This is an optimization exercise on Yosys and OpenROAD, whose aim is small area and a short achievable clock period, not a production implementation. The RTL was checked by simulation tests, not by an equivalence proof against the original design. Power figures rest on the tool's default switching activity, not on a simulated workload.

==> flow/design.v (excerpt) <==
module apb_diag_buffer #(
   parameter int DEPTH = 64,
   parameter int CNT_W = $clog2(DEPTH) + 1
) (
   input  logic        pclk,
   input  logic        preset_n,
   input  logic [11:0] paddr,
   input  logic        psel,
   input  logic        penable,
   input  logic        pwrite,
   input  logic [31:0] pwdata,
   input  logic [3:0]  pstrb,
   output logic        pready,
   output logic [31:0] prdata,
   output logic        pslverr,
   input  logic        evt_valid,
   input  logic [31:0] evt_data,
   output logic        irq
);
Size in the first run: ~4500 cells after synthesis, ~2200 flip-flops, about 120 I/O pins.
Settings: LEC_CHECK=0, CAP_MARGIN=20, CORE_MARGIN=2, CORE_UTILIZATION=60, CTS_CLUSTER_DIAMETER=100, CTS_CLUSTER_SIZE=30, PLACE_DENSITY=0.7, SETUP_SLACK_MARGIN=2.85, SLEW_MARGIN=20; clock period 5.0 ns.
standard.sh (not shown) runs the stock make flow with config.mk's settings and CLKGATE_MAP_FILE= SYNTH_SCRIPT=/design/flow/synth_recipe.tcl, a recipe that flattens the netlist after the stock synthesis.
==> flow/flow/run.sh <==
#!/bin/bash
# Layout flow: the standard flow (standard synthesis unchanged), with the
# port buffers inserted as buf_4 instead of the placer's default delay buffer.
set -euo pipefail
bash standard.sh "BUFFER_PORTS_ARGS=-buffer_cell sky130_fd_sc_hd__buf_4" finish > flow_make.log 2>&1
Edit:
SETUP_SLACK_MARGIN = 2.7   (was 2.85)
=> The new run completed without violations. Total power falls by 0.59%. Worst setup slack is better by 63 ps. Via count falls by 5.6%. Combinational power falls by 4.7%.

Another version of the RTL of apb_diag_buffer (not shown whole).
For scale: ~4400 cells after synthesis, about 2200 flip-flops, roughly 120 I/O pins, ~0.079 mm² of cells after synthesis.
Settings: LEC_CHECK=0, CAP_MARGIN=20, CORE_MARGIN=2, CORE_UTILIZATION=60, CTS_CLUSTER_DIAMETER=100, CTS_CLUSTER_SIZE=30, PLACE_DENSITY=0.7, SETUP_SLACK_MARGIN=2.7, SLEW_MARGIN=20; clock period 5.0 ns.
run.sh (not shown) runs the stock make flow with config.mk's settings and CLKGATE_MAP_FILE= SYNTH_SCRIPT=/design/flow/synth_recipe.tcl, a recipe that flattens the netlist after the stock synthesis.
Stock flow here: none of the scripts above is used.
The baseline passed the timing, DRC and antenna checks.
Rerun with:
==> flow/flow/run.sh (new file) <==
#!/bin/bash
# Layout flow: the standard flow (standard synthesis unchanged), with the
# port buffers inserted as buf_4 instead of the placer's default delay buffer.
set -euo pipefail
bash standard.sh "BUFFER_PORTS_ARGS=-buffer_cell sky130_fd_sc_hd__buf_4" finish > flow_make.log 2>&1
==> flow/standard.sh (new file) <==
#!/bin/bash
# synth_recipe.tcl (not shown) runs the flow's synth.tcl, then flattens the netlist and writes it again
# the make line also repeats each setting of config.mk as NAME=value (left out here)
make -C /OpenROAD-flow-scripts/flow DESIGN_CONFIG=/design/flow/config.mk WORK_HOME=/design/flow/orfs CLKGATE_MAP_FILE= SYNTH_SCRIPT=/design/flow/synth_recipe.tcl "${@:-finish}"
removed: flow/run.sh
Result: Clock power went down by about 0.8%. Fmax increases by 5.4%. Clock-buffer cell count drops by 2. Non-clock buffer count rises by 42. Final area hardly moves. Global-route usage rises by 0.31 points. Hold slack gets better by 0.079 ns. Setup slack gets better by 0.14 ns.

Another version of the RTL of apb_diag_buffer (not shown whole).
For scale: about 4500 cells after synthesis, roughly 2200 flip-flops, ~120 I/O pins, roughly 0.080 mm2 of cells after synthesis.
Design apb_diag_buffer, start of the top module:
module apb_diag_buffer #(
   parameter int DEPTH = 64,
   parameter int CNT_W = $clog2(DEPTH) + 1
) (
   input  logic        pclk,
   input  logic        preset_n,
   input  logic [11:0] paddr,
   input  logic        psel,
   input  logic        penable,
   input  logic        pwrite,
   input  logic [31:0] pwdata,
   input  logic [3:0]  pstrb,
   output logic        pready,
   output logic [31:0] prdata,
   output logic        pslverr,
   input  logic        evt_valid,
   input  logic [31:0] evt_data,
   output logic        irq
);
clock: 5.0 ns
lec_check: 0
cap_margin: 20
core_margin: 2
core_utilization: 60
cts_cluster_diameter: 100
cts_cluster_size: 24
place_density: 0.7
setup_slack_margin: 2.7
slew_margin: 20
standard.sh (not shown) runs the stock make flow with config.mk's settings and CLKGATE_MAP_FILE= SYNTH_SCRIPT=/design/flow/synth_recipe.tcl, a recipe that flattens the netlist after the stock synthesis.
==> flow/flow/run.sh <==
#!/bin/bash
# Layout flow: the standard flow (standard synthesis unchanged), with the
# port buffers inserted as buf_4 instead of the placer's default delay buffer.
set -euo pipefail
bash standard.sh "BUFFER_PORTS_ARGS=-buffer_cell sky130_fd_sc_hd__buf_4" finish > flow_make.log 2>&1
Change:
CTS_CLUSTER_SIZE = 30   (was 24)
Global-route usage went down by 0.27 points.
Synthesized area stays the same.
Hold slack is better by 38 ps.

-- what the ideal ports hide --
No port has a modelled driver above. Below, the same layouts with a new extraction and two added sets of constraints. Step 1, drivers: a clkbuf_16 drives pclk and a buf_2 each remaining input, both assumed. Step 2 adds t to the input delays and takes it off the output delays; t is the mean of the earliest and latest rising clock arrival at the registers after step 1. Input paths then give back, and output paths get back, about the clock's delay inside the block. Slacks: no drivers / after step 1 / after step 2; pairs: no drivers / after step 1.
run | t (ns) | slack for setup (ns) | worst slew at a driven data input, ns
the first run of note 1 | 0.819 | 2.489 / 2.414 / 1.892 | 0.27
the second run of note 1 | 0.827 | 2.553 / 2.518 / 1.974 | 0.14
the first run of note 2 | 0.859 | 2.318 / 2.318 / 1.680 | 0.15
the second run of note 2 | 0.855 | 2.456 / 2.456 / 1.750 | 0.18
the first run of note 3 | 0.836 | 2.596 / 2.514 / 1.929 | 0.26
the second run of note 3 | 0.788 | 2.576 / 2.557 / 1.956 | 0.25
After both steps every run listed still meets setup and hold. For the second run of note 2, which loses most, drivers alone change the setup slack by 0.000 ns; drivers and shift together by -0.706 ns.
